This is an optimization exercise on Yosys and OpenROAD, whose aim is a short achievable clock period and few clock cycles, not a production implementation. Only simulation tests tie the RTL to the original design; equivalence was not proved. No activity file was given, so power comes from the tool's default toggle rates.

==> flow/design.v <==
package isa_pkg;
    localparam int WORD_W   = 64;
    localparam int IMM_W    = 32;
    localparam int SEL_W    = 3;
    localparam int OP_W     = 6;
    localparam int NUM_REGS = 1 << SEL_W;
    localparam int PAD_W = WORD_W - IMM_W - 1 - 3 * SEL_W - OP_W;
    typedef logic [WORD_W-1:0] word_t;
    typedef logic [IMM_W-1:0]  imm_t;
    typedef logic [SEL_W-1:0]  reg_sel_t;
    typedef logic [OP_W-1:0]   opcode_t;
    typedef struct packed {
        imm_t             imm;
        logic [PAD_W-1:0] unused;
        logic             hilo;
        reg_sel_t         dst;
        reg_sel_t         src_b;
        reg_sel_t         src_a;
        opcode_t          op;
    } instr_t;
    typedef enum logic [2:0] {
        FETCH_REQ,
        FETCH_REL,
        EXECUTE,
        STORE_REQ,
        STORE_REL,
        ADVANCE,
        HALTED
    } seq_state_t;
    localparam opcode_t OP_LDI   = 6'd0;
    localparam opcode_t OP_ADD   = 6'd1;
    localparam opcode_t OP_SUB   = 6'd2;
    localparam opcode_t OP_AND   = 6'd3;
    localparam opcode_t OP_OR    = 6'd4;
    localparam opcode_t OP_XOR   = 6'd5;
    localparam opcode_t OP_SHL   = 6'd6;
    localparam opcode_t OP_STORE = 6'd7;
    localparam opcode_t OP_FEQ   = 6'd8;
    localparam opcode_t OP_FLT   = 6'd9;
    localparam opcode_t OP_FAND  = 6'd10;
    localparam opcode_t OP_JMP   = 6'd11;
    localparam opcode_t OP_JF    = 6'd12;
    localparam opcode_t OP_HALT  = 6'd13;
endpackage
package bus_pkg;
    localparam int ADDR_W = 64;
    localparam int DATA_W = 64;
    typedef logic [ADDR_W-1:0] addr_t;
    typedef logic [DATA_W-1:0] data_t;
    typedef struct packed {
        addr_t addr;
        data_t wdata;
        logic  write;
    } mem_req_t;
endpackage
`timescale 1ns/1ps
module reg_bank
(
    input  logic                  clock,
    input  logic                  rst,
    input  isa_pkg::reg_sel_t     sel_a,
    input  isa_pkg::reg_sel_t     sel_b,
    input  logic                  reg_we,
    input  isa_pkg::reg_sel_t     reg_wsel,
    input  isa_pkg::word_t        reg_wdata,
    input  logic                  flag_we,
    input  isa_pkg::reg_sel_t     flag_wsel,
    input  logic                  flag_wdata,
    output isa_pkg::word_t        opnd_a,
    output isa_pkg::word_t        opnd_b,
    output logic                  flag_a,
    output logic                  flag_b
);
    isa_pkg::word_t               regs [0:isa_pkg::NUM_REGS-1];
    logic [isa_pkg::NUM_REGS-1:0] valid;
    logic [isa_pkg::NUM_REGS-1:0] flags;
    always_ff @(posedge clock)
    begin
        if (rst)
        begin
            valid <= '0;
            flags <= '0;
        end
        else
        begin
            if (reg_we)
            begin
                valid[reg_wsel] <= 1'b1;
            end
            if (flag_we)
            begin
                flags[flag_wsel] <= flag_wdata;
            end
        end
    end
    always_ff @(posedge clock)
    begin
        if (reg_we)
        begin
            regs[reg_wsel] <= reg_wdata;
        end
    end
    assign opnd_a = valid[sel_a] ? regs[sel_a] : '0;
    assign opnd_b = valid[sel_b] ? regs[sel_b] : '0;
    assign flag_a = flags[sel_a];
    assign flag_b = flags[sel_b];
endmodule
`timescale 1ns/1ps
module exec_unit
(
    input  logic              clock,
    input  logic              rst,
    input  logic              issue,
    input  isa_pkg::instr_t   fields,
    input  isa_pkg::word_t    opnd_a,
    input  isa_pkg::word_t    opnd_b,
    input  logic              flag_a,
    input  logic              flag_b,
    output isa_pkg::word_t    a_q,
    output isa_pkg::word_t    b_q,
    output logic              reg_we,
    output isa_pkg::reg_sel_t reg_wsel,
    output isa_pkg::word_t    result,
    output logic              flag_we,
    output isa_pkg::reg_sel_t flag_wsel,
    output logic              flag_result
);
    logic              dec_sub;
    logic              v0_reg;
    logic              v0_flag;
    logic              v1_reg;
    logic              v1_flag;
    logic              v2_reg;
    logic              v2_flag;
    logic              c_ldi;
    logic              c_sum;
    logic              c_sub;
    logic              c_and;
    logic              c_or;
    logic              c_shl;
    logic              c_feq;
    logic              c_flt;
    logic              hilo0;
    isa_pkg::reg_sel_t dst0;
    isa_pkg::imm_t     imm0;
    logic              fand0;
    assign dec_sub = (fields.op == isa_pkg::OP_SUB) || (fields.op == isa_pkg::OP_FLT);
    always_ff @(posedge clock)
    begin
        if (rst)
        begin
            v0_reg  <= 1'b0;
            v0_flag <= 1'b0;
            v1_reg  <= 1'b0;
            v1_flag <= 1'b0;
            v2_reg  <= 1'b0;
            v2_flag <= 1'b0;
        end
        else
        begin
            v0_reg  <= issue && (fields.op <= isa_pkg::OP_SHL);
            v0_flag <= issue && (fields.op == isa_pkg::OP_FEQ || fields.op == isa_pkg::OP_FLT
                                 || fields.op == isa_pkg::OP_FAND);
            v1_reg  <= v0_reg;
            v1_flag <= v0_flag;
            v2_reg  <= v1_reg;
            v2_flag <= v1_flag;
        end
    end
    always_ff @(posedge clock)
    begin
        if (issue)
        begin
            c_ldi <= (fields.op == isa_pkg::OP_LDI);
            c_sum <= (fields.op == isa_pkg::OP_ADD) || (fields.op == isa_pkg::OP_SUB);
            c_sub <= dec_sub;
            c_and <= (fields.op == isa_pkg::OP_AND);
            c_or  <= (fields.op == isa_pkg::OP_OR);
            c_shl <= (fields.op == isa_pkg::OP_SHL);
            c_feq <= (fields.op == isa_pkg::OP_FEQ);
            c_flt <= (fields.op == isa_pkg::OP_FLT);
            hilo0 <= fields.hilo;
            dst0  <= fields.dst;
            imm0  <= fields.imm;
            a_q   <= opnd_a;
            b_q   <= dec_sub ? ~opnd_b : opnd_b;
            fand0 <= flag_a & flag_b;
        end
    end
    logic [63:0]    blk_d;
    logic [3:0]     gen_d;
    logic [63:0]    blk;
    logic [3:0]     gen;
    logic [3:0]     eqb;
    isa_pkg::word_t sh1;
    for (genvar k = 0; k < 4; k++)
    begin : g_blk
        prefix_add #(.W(16)) u_add (
            .a    (a_q[16*k +: 16]),
            .b    (b_q[16*k +: 16]),
            .cin  (k == 0 ? c_sub : 1'b0),
            .sum  (blk_d[16*k +: 16]),
            .cout (gen_d[k])
        );
    end
    always_ff @(posedge clock)
    begin
        blk <= blk_d;
        gen <= gen_d;
        sh1 <= a_q << b_q[2:0];
        for (int k = 0; k < 4; k++)
        begin
            eqb[k] <= (a_q[16*k +: 16] == b_q[16*k +: 16]);
        end
    end
    logic [4:0]     cin;
    isa_pkg::word_t sum;
    logic           carry;
    isa_pkg::word_t misc;
    isa_pkg::word_t shl;
    always_comb
    begin
        cin[0] = 1'b0;
        for (int k = 1; k <= 4; k++)
        begin
            cin[k] = gen[k-1] | (cin[k-1] & (&blk[16*(k-1) +: 16]));
        end
        for (int k = 0; k < 4; k++)
        begin
            for (int i = 0; i < 16; i++)
            begin
                sum[16*k+i] = blk[16*k+i]
                              ^ (cin[k] & (&(blk[16*k +: 16] | ~((16'd1 << i) - 16'd1))));
            end
        end
    end
    assign carry = cin[4];
    assign shl   = sh1 << {b_q[5:3], 3'b000};
    always_comb
    begin
        if (c_ldi)
        begin
            misc = hilo0 ? {imm0, a_q[isa_pkg::IMM_W-1:0]} : {32'b0, imm0};
        end
        else if (c_and)
        begin
            misc = a_q & b_q;
        end
        else if (c_or)
        begin
            misc = a_q | b_q;
        end
        else
        begin
            misc = a_q ^ b_q;
        end
    end
    isa_pkg::word_t res_q;
    logic           fres_q;
    always_ff @(posedge clock)
    begin
        res_q  <= c_sum ? sum : c_shl ? shl : misc;
        fres_q <= c_feq ? (&eqb) : c_flt ? ~carry : fand0;
    end
    assign reg_we      = v2_reg;
    assign reg_wsel    = dst0;
    assign result      = res_q;
    assign flag_we     = v2_flag;
    assign flag_wsel   = dst0;
    assign flag_result = fres_q;
endmodule
module prefix_add
#(
    parameter int W = 16
)
(
    input  logic [W-1:0] a,
    input  logic [W-1:0] b,
    input  logic         cin,
    output logic [W-1:0] sum,
    output logic         cout
);
    localparam int L = 4;   
    logic [W-1:0] p;
    logic [W-1:0] t;
    logic [W-1:0] gg [1:L];
    logic [W-1:0] pp [1:L];
    assign p = a ^ b;
    assign t = a | b;
    always_comb
    begin
        gg[1][0] = (a[0] & b[0]) | (t[0] & cin);
        pp[1][0] = p[0];
        for (int i = 1; i < W; i++)
        begin
            gg[1][i] = (a[i] & b[i]) | (((t[i] & a[i-1])) & b[i-1]) | ((t[i] & t[i-1]) & (i == 1 ? cin : 1'b0));
            pp[1][i] = p[i] & p[i-1];
        end
        for (int l = 2; l <= L; l++)
        begin
            for (int i = 0; i < W; i++)
            begin
                if (i >= (1 << (l - 1)))
                begin
                    gg[l][i] = gg[l-1][i] | (pp[l-1][i] & gg[l-1][i - (1 << (l - 1))]);
                    pp[l][i] = pp[l-1][i] & pp[l-1][i - (1 << (l - 1))];
                end
                else
                begin
                    gg[l][i] = gg[l-1][i];
                    pp[l][i] = pp[l-1][i];
                end
            end
        end
    end
    assign sum  = p ^ {gg[L][W-2:0], cin};
    assign cout = gg[L][W-1];
endmodule
`timescale 1ns/1ps
module sequencer
(
    input  logic              clock,
    input  logic              rst,
    input  logic              ack,
    input  isa_pkg::word_t    rdata,
    input  isa_pkg::word_t    a_q,
    input  isa_pkg::word_t    b_q,
    input  logic              flag_a,
    output logic              req,
    output bus_pkg::mem_req_t mem_req,
    output logic              issue,
    output logic              halted
);
    logic            st_fetch;
    logic            st_cap;
    logic            st_dec;
    logic            st_store;
    logic            st_post;
    logic            req_q;
    logic            halted_q;
    bus_pkg::addr_t  pc_inc;
    bus_pkg::addr_t  addr_q;
    bus_pkg::addr_t  pc_q;
    bus_pkg::data_t  wdata_q;
    logic            write_q;
    isa_pkg::instr_t ir;
    logic            fa_q;
    logic            is_store;
    logic            taken;
    bus_pkg::addr_t  target;
    logic            ld_store;
    logic            ld_fetch;
    logic            ld_hold;
    assign is_store = (ir.op == isa_pkg::OP_STORE);
    assign taken    = (ir.op == isa_pkg::OP_JMP) || ((ir.op == isa_pkg::OP_JF) && fa_q);
    assign target   = taken ? {32'b0, ir.imm} : pc_inc;
    always_ff @(posedge clock)
    begin
        if (rst)
        begin
            st_fetch <= 1'b1;
            st_cap   <= 1'b0;
            st_dec   <= 1'b0;
            st_store <= 1'b0;
            st_post  <= 1'b0;
            req_q    <= 1'b0;
            halted_q <= 1'b0;
        end
        else
        begin
            if (st_fetch)
            begin
                if (req_q && ack)
                begin
                    req_q    <= 1'b0;
                    st_fetch <= 1'b0;
                    if (rdata[isa_pkg::OP_W-1:0] == isa_pkg::OP_HALT)
                    begin
                        halted_q <= 1'b1;
                    end
                    else
                    begin
                        st_cap <= 1'b1;
                    end
                end
                else if (!ack)
                begin
                    req_q <= 1'b1;
                end
            end
            if (st_cap)
            begin
                st_cap <= 1'b0;
                st_dec <= 1'b1;
            end
            if (st_dec)
            begin
                st_dec <= 1'b0;
                req_q  <= !ack;
                if (is_store)
                begin
                    st_store <= 1'b1;
                end
                else
                begin
                    st_fetch <= 1'b1;
                end
            end
            if (st_store)
            begin
                if (req_q && ack)
                begin
                    req_q    <= 1'b0;
                    st_store <= 1'b0;
                    st_post  <= 1'b1;
                end
                else if (!ack)
                begin
                    req_q <= 1'b1;
                end
            end
            if (st_post)
            begin
                st_post  <= 1'b0;
                st_fetch <= 1'b1;
            end
        end
    end
    assign ld_store = st_dec && is_store;
    assign ld_fetch = st_dec && !is_store;
    assign ld_hold  = !st_dec && !st_post;
    bus_pkg::addr_t pc_d;
    logic           write_d;
    assign pc_d    = {64{!rst}} & (({64{ld_fetch}} & target) | ({64{st_post}} & pc_inc)
                                   | ({64{!ld_fetch && !st_post}} & pc_q));
    assign write_d = !rst && (ld_store || (ld_hold && write_q));
    always_ff @(posedge clock)
    begin
        pc_q    <= pc_d;
        write_q <= write_d;
        addr_q  <= write_d ? b_q : pc_d;
        wdata_q <= {64{write_d}} & a_q;
    end
    always_ff @(posedge clock)
    begin
        if (st_cap)
        begin
            ir     <= isa_pkg::instr_t'(rdata);
            fa_q   <= flag_a;
            for (int i = 0; i < bus_pkg::ADDR_W; i++)
            begin
                pc_inc[i] <= pc_q[i] ^ (&(pc_q | ~((64'd1 << i) - 64'd1)));
            end
        end
    end
    assign req           = req_q;
    assign mem_req.addr  = addr_q;
    assign mem_req.wdata = wdata_q;
    assign mem_req.write = write_q;
    assign issue         = st_cap;
    assign halted        = halted_q;
endmodule
`timescale 1ns/1ps
module cpu_top
(
    input  logic     clock,
    input  logic     rst,
    input  logic     ack,
    input  isa_pkg::word_t    rdata,
    output logic     req,
    output bus_pkg::mem_req_t mem_req,
    output logic     halted
);
    isa_pkg::instr_t   fields;
    isa_pkg::word_t    opnd_a;
    isa_pkg::word_t    opnd_b;
    logic              flag_a;
    logic              flag_b;
    logic              issue;
    isa_pkg::word_t    a_q;
    isa_pkg::word_t    b_q;
    logic              reg_we;
    isa_pkg::reg_sel_t reg_wsel;
    isa_pkg::word_t    result;
    logic              flag_we;
    isa_pkg::reg_sel_t flag_wsel;
    logic              flag_result;
    assign fields = isa_pkg::instr_t'(rdata);
    sequencer u_sequencer (
        .clock   (clock),
        .rst     (rst),
        .ack     (ack),
        .rdata   (rdata),
        .a_q     (a_q),
        .b_q     (b_q),
        .flag_a  (flag_a),
        .req     (req),
        .mem_req (mem_req),
        .issue   (issue),
        .halted  (halted)
    );
    reg_bank u_reg_bank (
        .clock      (clock),
        .rst        (rst),
        .sel_a      (fields.src_a),
        .sel_b      (fields.src_b),
        .reg_we     (reg_we),
        .reg_wsel   (reg_wsel),
        .reg_wdata  (result),
        .flag_we    (flag_we),
        .flag_wsel  (flag_wsel),
        .flag_wdata (flag_result),
        .opnd_a     (opnd_a),
        .opnd_b     (opnd_b),
        .flag_a     (flag_a),
        .flag_b     (flag_b)
    );
    exec_unit u_exec_unit (
        .clock       (clock),
        .rst         (rst),
        .issue       (issue),
        .fields      (fields),
        .opnd_a      (opnd_a),
        .opnd_b      (opnd_b),
        .flag_a      (flag_a),
        .flag_b      (flag_b),
        .a_q         (a_q),
        .b_q         (b_q),
        .reg_we      (reg_we),
        .reg_wsel    (reg_wsel),
        .result      (result),
        .flag_we     (flag_we),
        .flag_wsel   (flag_wsel),
        .flag_result (flag_result)
    );
endmodule
==> flow/run.sh <==
#!/bin/bash
# synth_recipe.tcl (not shown) runs the flow's synth.tcl, then flattens the netlist and writes it again
# the make line also repeats each setting of config.mk as NAME=value (left out here)
make -C /OpenROAD-flow-scripts/flow DESIGN_CONFIG=/design/flow/config.mk WORK_HOME=/design/flow/orfs CLKGATE_MAP_FILE= SYNTH_SCRIPT=/design/flow/synth_recipe.tcl finish
==> flow/config.mk <==
export PLATFORM = sky130hd
export DESIGN_NAME = cpu_top
export DESIGN_NICKNAME = cpu_top
export VERILOG_FILES = /design/flow/design.v
export SDC_FILE = /design/flow/constraint.sdc
export NUM_CORES = 4
export LEC_CHECK = 0
export ABC_CLOCK_PERIOD_IN_PS = 2000
export CAP_MARGIN = 20
export CORE_MARGIN = 2
export CORE_UTILIZATION = 60
export CTS_CLUSTER_DIAMETER = 60
export CTS_CLUSTER_SIZE = 20
export PLACE_DENSITY = 0.7
export SETUP_SLACK_MARGIN = 5
export SLEW_MARGIN = 20
==> flow/constraint.sdc <==
create_clock -name core_clock -period 7.5 [get_ports {clock}]
set_input_delay 1.5000 -clock core_clock [delete_from_list [all_inputs] [get_ports {clock}]]
set_output_delay 1.5000 -clock core_clock [all_outputs]
set_load 0.01 [all_outputs]
==> report_table.html <==
<table>
<tr><th>Metric</th><th>Value</th></tr>
<tr><th colspan="2">Status</th></tr>
<tr><td>Outcome</td><td>finished clean</td></tr>
<tr><th colspan="2">STA</th></tr>
<tr><td>Shortest period the worst path allows</td><td>2.71 ns</td></tr>
<tr><td>Total negative slack for setup checks</td><td>0 ns</td></tr>
<tr><td>Number of hold violations in the final report</td><td>0</td></tr>
<tr><td>Worst slew slack as a fraction of its limit</td><td>34.0%</td></tr>
<tr><td>Highest clock frequency the design can meet</td><td>368 MHz</td></tr>
<tr><td>Final Setup Violations</td><td>0</td></tr>
<tr><td>Final clock period utilization by the worst path</td><td>36.2%</td></tr>
<tr><td>Setup repair after global routing missed its margin</td><td>yes</td></tr>
<tr><td>Min Hold Slack</td><td>0.438 ns</td></tr>
<tr><td>Max Clock Skew</td><td>0.0307 ns</td></tr>
<tr><td>Worst Tran Pin Value</td><td>0.980 ns</td></tr>
<tr><td>Number of max-slew violations in the final report</td><td>0</td></tr>
<tr><th colspan="2">Logic synthesis</th></tr>
<tr><td>Syn Nets</td><td>4,505</td></tr>
<tr><td>Mapped Cells</td><td>4,296</td></tr>
<tr><td>Part of the Yosys area used for sequential elements</td><td>55.9%</td></tr>
<tr><td>Flip-flop and latch count after synthesis</td><td>1,179</td></tr>
<tr><td>Cell with the most instances after synthesis</td><td>sky130_fd_sc_hd__edfxtp_1</td></tr>
<tr><td>Synth Area per Inst</td><td>13.0 µm²</td></tr>
<tr><td>Top cell type by total area after synthesis</td><td>sky130_fd_sc_hd__edfxtp_1</td></tr>
<tr><td>Primary FF master, synth</td><td>sky130_fd_sc_hd__edfxtp_1</td></tr>
<tr><td>EDFF count, synth</td><td>756</td></tr>
<tr><td>Synth Cell Area</td><td>0.0557 mm²</td></tr>
<tr><td>Warnings from Yosys</td><td>6</td></tr>
<tr><td>Ys async rst share</td><td>0%</td></tr>
<tr><td>Synth area leaders</td><td>sky130_fd_sc_hd__edfxtp_1, sky130_fd_sc_hd__dfxtp_1, sky130_fd_sc_hd__mux4_2, sky130_fd_sc_hd__mux2i_1, sky130_fd_sc_hd__ha_1</td></tr>
<tr><td>Area fraction of the dominant cell type after synthesis</td><td>40.7%</td></tr>
<tr><td>Count of cell types in the netlist</td><td>72</td></tr>
<tr><td>Leading post-synthesis cells by instance count</td><td>sky130_fd_sc_hd__edfxtp_1, sky130_fd_sc_hd__dfxtp_1, sky130_fd_sc_hd__nor2_1</td></tr>
<tr><th colspan="2">Floorplan</th></tr>
<tr><td>Die span in y</td><td>309 µm</td></tr>
<tr><td>Initial core utilization</td><td>60.7%</td></tr>
<tr><td>Die width</td><td>309 µm</td></tr>
<tr><td>Boundary pin count</td><td>198</td></tr>
<tr><td>Die area</td><td>0.0953 mm²</td></tr>
<tr><td>Core area</td><td>0.0918 mm²</td></tr>
<tr><td>Number of standard-cell rows in the floorplan</td><td>111</td></tr>
<tr><th colspan="2">Clock tree</th></tr>
<tr><td>H-tree depth</td><td>3</td></tr>
<tr><td>Worst-Skew Late Latency</td><td>0.71 ns</td></tr>
<tr><td>Root buf cell</td><td>sky130_fd_sc_hd__clkbuf_16</td></tr>
<tr><td>Clock transition at the register clock pins on the worst setup and hold paths after CTS</td><td>0.08 ns</td></tr>
<tr><td>TritonCTS clock tree</td><td>done</td></tr>
<tr><td>Worst-case clock buffer depth</td><td>3</td></tr>
<tr><td>Number of buffers created by CTS</td><td>87</td></tr>
<tr><td>Clock sink count</td><td>1,179</td></tr>
<tr><th colspan="2">Global routing</th></tr>
<tr><td>GRT Residual Overflow</td><td>0</td></tr>
<tr><td>Largest net degree at the start of global routing</td><td>135</td></tr>
<tr><td>Vias in the first global route</td><td>36,312</td></tr>
<tr><td>Wire length of the first global-routing pass</td><td>247,000 µm</td></tr>
<tr><td>Gr usage total</td><td>36.0%</td></tr>
<tr><td>Antenna violations before repair</td><td>13</td></tr>
<tr><th colspan="2">Placed design</th></tr>
<tr><td>Count of buffers inserted at the top-level ports</td><td>181</td></tr>
<tr><td>Placed wire-length estimate</td><td>106,000 µm</td></tr>
<tr><td>Placed standard-cell area</td><td>0.0591 mm²</td></tr>
<tr><td>GPL Wtd Cong</td><td>0.983</td></tr>
<tr><th colspan="2">Cells and area</th></tr>
<tr><td>Filler Cell Count</td><td>6,332</td></tr>
<tr><td>Max FFs per register</td><td>512</td></tr>
<tr><td>Post-route cell area</td><td>0.0649 mm²</td></tr>
<tr><td>Fraction of layout cells with a size suffix above 1</td><td>24.5%</td></tr>
<tr><td>Multi-input logic area</td><td>0.0239 mm²</td></tr>
<tr><td>Share of the core filled with cells</td><td>70.8%</td></tr>
<tr><td>Register name with the most flops</td><td>u_reg_bank.regs</td></tr>
<tr><td>Number of nets at the end of the flow</td><td>4,698</td></tr>
<tr><td>Combined flip-flop and latch cell area</td><td>0.0313 mm²</td></tr>
<tr><td>Area growth, synth to finish</td><td>16.5%</td></tr>
<tr><th colspan="2">Worst setup path</th></tr>
<tr><td>Kind of end point of the critical path</td><td>flop</td></tr>
<tr><td>Worst Setup Start Kind</td><td>input pin</td></tr>
<tr><td>Top fanout value on the critical path</td><td>8</td></tr>
<tr><td>Worst Path Arrival</td><td>3.16 ns</td></tr>
<tr><td>Required time reported for the critical path endpoint</td><td>7.95 ns</td></tr>
<tr><td>Critical path start-end classification</td><td>in2reg</td></tr>
<tr><th colspan="2">Drt</th></tr>
<tr><td>Detailed-route vias per instance</td><td>6.66</td></tr>
<tr><td>Antenna violation net count after detailed routing</td><td>0</td></tr>
<tr><td>DRC violations left</td><td>0</td></tr>
<tr><td>First-pass iteration count of the detailed router</td><td>7</td></tr>
<tr><td>Vias post-DR</td><td>38,717</td></tr>
<tr><td>DR iter-0 viols</td><td>5,028</td></tr>
<tr><td>Average detailed-routed wire length per instance</td><td>30.2 µm</td></tr>
<tr><td>Final Routed Wirelength</td><td>175,000 µm</td></tr>
<tr><th colspan="2">Pwr</th></tr>
<tr><td>Power density of the placed cells</td><td>195 mW/mm²</td></tr>
<tr><td>Leakage</td><td>23.9 nW</td></tr>
<tr><td>Peak supply drop</td><td>0.217 mV</td></tr>
<tr><td>Total power</td><td>12.6 mW</td></tr>
<tr><th colspan="2">Worst hold path</th></tr>
<tr><td>Class of the tightest hold or removal check</td><td>reg2reg</td></tr>
<tr><th colspan="2">Run</th></tr>
<tr><td>Number of max-cap violations</td><td>0</td></tr>
</table>
-- cell type report --
cell class | instances | share of cell area (%)
Multi-Input combinational cell | 2631 | 36.8
Inverter | 195 | 1.15
Tap cell | 1243 | 2.39
Timing Repair Buffer | 395 | 7.07
Clock buffer | 103 | 3.51
Clock inverter | 60 | 0.892
Antenna cell | 4 | 0.0154
Sequential cell | 1179 | 48.1
-- report_power, final --
group | total, mW | internal [mW] | switching [mW]
clock network | 4.81 | 2.30 | 2.51
logic | 0.779 | 0.362 | 0.417
registers | 7.05 | 6.95 | 0.104
total | 12.6 | 9.60 | 3.04
-- final timing paths --
path | startpoint | end | slack (ns) | cells after the start
max reg2reg | u_exec_unit.b_q[3]$_DFFE_PP_ | u_exec_unit.res_q[58]$_DFF_P_ | 4.95 | 8
min | u_exec_unit.blk[15]$_DFF_P_ | u_exec_unit.res_q[15]$_DFF_P_ | 0.44 | 2
max | rdata[9] | u_exec_unit.b_q[46]$_DFFE_PP_ | 4.79 | 8
min reg2reg | u_exec_unit.blk[15]$_DFF_P_ | u_exec_unit.res_q[15]$_DFF_P_ | 0.44 | 2
-- layer usage --
| layer | global-route usage [%] | share of wire (%) | vias up |
|---|---|---|---|
| li1 | - | - | 16568 |
| met1 | 48.9 | 38 | 19512 |
| met5 | 0 | 0.063 | - |
| met2 | 55.3 | 46 | 2206 |
| met3 | 9.90 | 11 | 415 |
| met4 | 14.4 | 4.7 | 16 |
-- per-stage QoR --
stage | cells | setup WS, ns
final | 5810 | 4.79
after global routing | 5807 | 4.80
after CTS | 5735 | 4.80
after detailed placement | 5488 | 3.09
after global placement | 5488 | 3.13
after floorplan | 4296 | 4.20
-- repair_timing --
| action | 4_1_cts | 5_1_grt |
|---|---|---|
| gates resized for setup | 809 | 158 |
| hold buffers | 0 | 0 |
| endpoints found under the setup margin | 788 | 467 |
| buffers inserted | 55 | 64 |
| pin swaps | 31 | 34 |
| gates cloned | 29 | 7 |
| hold endpoints to repair | 0 | 0 |
-- cells in the final DEF, fill, tap and decap left out, types with 96 or more instances in the layout --
cell type	instances
sky130_fd_sc_hd__edfxtp_1	756
sky130_fd_sc_hd__a21oi_1	112
sky130_fd_sc_hd__dfxtp_1	354
sky130_fd_sc_hd__nand2_1	273
sky130_fd_sc_hd__xor2_1	136
sky130_fd_sc_hd__nor2_1	286
sky130_fd_sc_hd__a211oi_1	117
sky130_fd_sc_hd__buf_4	110
sky130_fd_sc_hd__clkbuf_16	96
sky130_fd_sc_hd__mux4_2	313
sky130_fd_sc_hd__inv_1	183
sky130_fd_sc_hd__mux2i_1	224
sky130_fd_sc_hd__ha_1	133
sky130_fd_sc_hd__o21ai_0	169
-- critical path, cell delays in order --
cell                        delay [ns]
sky130_fd_sc_hd__clkbuf_16        0.16
sky130_fd_sc_hd__mux4_2           0.54
sky130_fd_sc_hd__mux2i_4          0.18
sky130_fd_sc_hd__buf_12           0.22
sky130_fd_sc_hd__buf_12           0.14
sky130_fd_sc_hd__buf_16           0.18
sky130_fd_sc_hd__nor2_4           0.05
sky130_fd_sc_hd__xor2_1           0.13
-- logic make-up after synthesis --
kind of cell / Yosys count / share of synthesized area (%)
compound gates: 718 / 8.49
xor+xnor: 222 / 3.49
fa+ha+maj: 142 / 3.20
buf+inv: 487 / 3.38
flops: 1179 / 55.9
mux: 586 / 17.6
simple gates: 962 / 7.91
Testbench counts, summed over its fixed seeds: cycles 122,077.

## afterwards: timing with drivers on the ports
How much do the figures lean on ideal ports? The routed layout below was timed once more, with nothing changed but the port constraints. Step 1 (the two cells are an assumption about what drives the block):
set clk [get_ports {clock}]
set_driving_cell -lib_cell sky130_fd_sc_hd__clkbuf_16 $clk
set_driving_cell -lib_cell sky130_fd_sc_hd__buf_2 [delete_from_list [all_inputs] $clk]
Step 2 adds t to the input delays and takes it off the output delays; t is the mean of the earliest and latest rising clock arrival at the registers after step 1. Input paths then give back, and output paths get back, about the clock's delay inside the block. Three values: no drivers, after step 1, after step 2; two values: the first two.
t, ns: 0.764
setup slack, ns: 4.786 / 4.658 / 3.894
worst register clock-pin slew, ns: 0.09 / 0.09
worst slew at a driven data input, ns: 0.21
pins driven straight from the clock port: 1
After both steps setup and hold are still met in this run. The setup slack of this run moves by -0.128 ns with the drivers and by -0.892 ns with both steps.
